Context: an optimization exercise on an open-source flow, tuned for small area. The choices shown serve that exercise and are no tape-out recipe. Only simulation tests tie the RTL to the original design; equivalence was not proved.

Design sbox_sub_bytes_pipe, start of the top module:
module sbox_sub_bytes_pipe
#(
    parameter int LANES = 16,
    parameter int CNT_W = 16
) (
    input  logic               clk,
    input  logic               rst_n,
    input  logic               flush,
    input  logic               in_valid,
    output logic               in_ready,
    input  logic               in_inv,
    input  logic [8*LANES-1:0] in_data,
    output logic               out_valid,
    input  logic               out_ready,
    output logic               out_inv,
    output logic [8*LANES-1:0] out_data,
    output logic               busy,
    output logic [CNT_W-1:0]   done_cnt
);
    logic               s1_valid_r;
    logic               s1_inv_r;
    logic [8*LANES-1:0] s1_data_r;
    logic               s2_valid_r;
    logic               s2_inv_r;
    logic [8*LANES-1:0] s2_data_r;
    logic               busy_r;
    logic [CNT_W-1:0]   done_cnt_r;
    logic               s2_adv_s;
    logic               s1_ld_s;
    logic               accept_s;
    logic               s1_valid_nxt_s;
    logic               s2_valid_nxt_s;
    logic               s1_sel_f_s, s1_sel_i_s, s1_sel_h_s;
    logic               s2_sel_f_s, s2_sel_i_s, s2_sel_h_s;
    logic [8*LANES-1:0] in_f_s, in_g_s, s1_data_nxt_s;
    logic [8*LANES-1:0] sub_f_s, sub_i_s, s2_data_nxt_s;
    assign s2_adv_s       = !s2_valid_r || out_ready;
    assign s1_ld_s        = !s1_valid_r || s2_adv_s;
    assign in_ready       = !rst_n || (!flush && s1_ld_s);
    assign accept_s       = in_valid && !flush && s1_ld_s;
    assign s1_valid_nxt_s = accept_s || (!flush && s1_valid_r && !s2_adv_s);
    assign s2_valid_nxt_s = !flush && (s2_adv_s ? s1_valid_r : s2_valid_r);
  ...
Size in the first run: ~280 I/O pins, roughly 25000 sq um of cells after synthesis.
Settings: LEC_CHECK=0, CAP_MARGIN=20, CELL_PAD_IN_SITES_DETAIL_PLACEMENT=1, CELL_PAD_IN_SITES_GLOBAL_PLACEMENT=2, CORE_MARGIN=2, CORE_UTILIZATION=35, CTS_BUF_LIST=sky130_fd_sc_hd__clkbuf_16, CTS_CLUSTER_DIAMETER=100, CTS_CLUSTER_SIZE=30, SLEW_MARGIN=20; clock period 10.0 ns.
standard.sh (not shown) runs the stock make flow with config.mk's settings and CLKGATE_MAP_FILE= SYNTH_SCRIPT=/design/flow/synth_recipe.tcl, a recipe that flattens the netlist after the stock synthesis.
==> flow/flow/run.sh <==
#!/bin/bash
# Layout flow: the standard flow, except that ABC maps the logic for area instead of
# speed (the design has a lot of timing slack at the 10 ns clock). Synthesis is otherwise
# the standard flow's own script (synth_recipe.tcl), so the registers are the standard synthesis's.
set -euo pipefail
W=$(pwd)
{
  cat <<EOF
proc abc {args} {
  set i [lsearch -exact \$args -script]
  if {\$i >= 0} { lset args [expr {\$i+1}] $W/flow/area.abc }
  puts "abc with the area script: \$args"
  yosys abc {*}\$args
}
EOF
  cat synth_recipe.tcl
} > my_synth.tcl
sed "s#SYNTH_SCRIPT=[^ ]*#SYNTH_SCRIPT=$W/my_synth.tcl#" standard.sh > my_standard.sh
bash my_standard.sh synth > synth.log 2>&1
bash my_standard.sh "BUFFER_PORTS_ARGS=-buffer_cell sky130_fd_sc_hd__buf_1" finish > layout.log 2>&1
test -f out/final.def
==> flow/flow/area.abc <==
&get -n
&dch -f
&nf -R 1000 -p -C 32
&put
The starting point went through all stages and came out clean.
Edit:
--- a/flow/flow/run.sh
+++ b/flow/flow/run.sh
@@ -18,4 +18,4 @@
 sed "s#SYNTH_SCRIPT=[^ ]*#SYNTH_SCRIPT=$W/my_synth.tcl#" standard.sh > my_standard.sh
 bash my_standard.sh synth > synth.log 2>&1
-bash my_standard.sh "BUFFER_PORTS_ARGS=-buffer_cell sky130_fd_sc_hd__buf_1" finish > layout.log 2>&1
+bash my_standard.sh finish > layout.log 2>&1
 test -f out/final.def
--- a/flow/config.mk
+++ b/flow/config.mk
@@ -11,6 +11,3 @@
 export CORE_MARGIN = 2
 export CORE_UTILIZATION = 35
-export CTS_BUF_LIST = sky130_fd_sc_hd__clkbuf_16
-export CTS_CLUSTER_DIAMETER = 100
-export CTS_CLUSTER_SIZE = 30
 export SLEW_MARGIN = 20
Result: The new run ran to the end with no violations; non-clock buffer count fell by 1; routed wire length came out lower slightly; cell area is higher by a little under a tenth; utilization rose by 3.2 points; via count goes up slightly; count of clock-buffer cells in the layout rose by 25; setup slack got worse by 0.087 ns; first-iteration DRC count increases by a little under a tenth; global-route usage falls by 0.19 points; sequential cell count does not change.

-- port drivers added, routing unchanged --
The flow's constraints put no driver on any port. The routed layouts listed below were extracted and timed again, unchanged, in two steps. Step 1 (the two cells are an assumption about what drives the block):
set clk [get_ports {clk}]
set_driving_cell -lib_cell sky130_fd_sc_hd__clkbuf_16 $clk
set_driving_cell -lib_cell sky130_fd_sc_hd__buf_2 [delete_from_list [all_inputs] $clk]
Step 2, shift: input delay + t, output delay - t, t = (earliest + latest rising clock arrival at the registers) / 2. This alone moves slack from input paths to output paths. Three values: ideal ports, drivers, drivers and shift; two values: the first two.
run | shift t [ns] | setup WS [ns] | worst hold slack (ns) | worst setup path at the end
the first run | 0.645 | 3.607 / 3.607 / 3.607 | 0.467 / 0.467 / 0.467 | register to register
the second run | 0.632 | 3.519 / 3.519 / 3.519 | 0.464 / 0.464 / 0.464 | register to register
After both steps setup and hold are still met in every run listed.
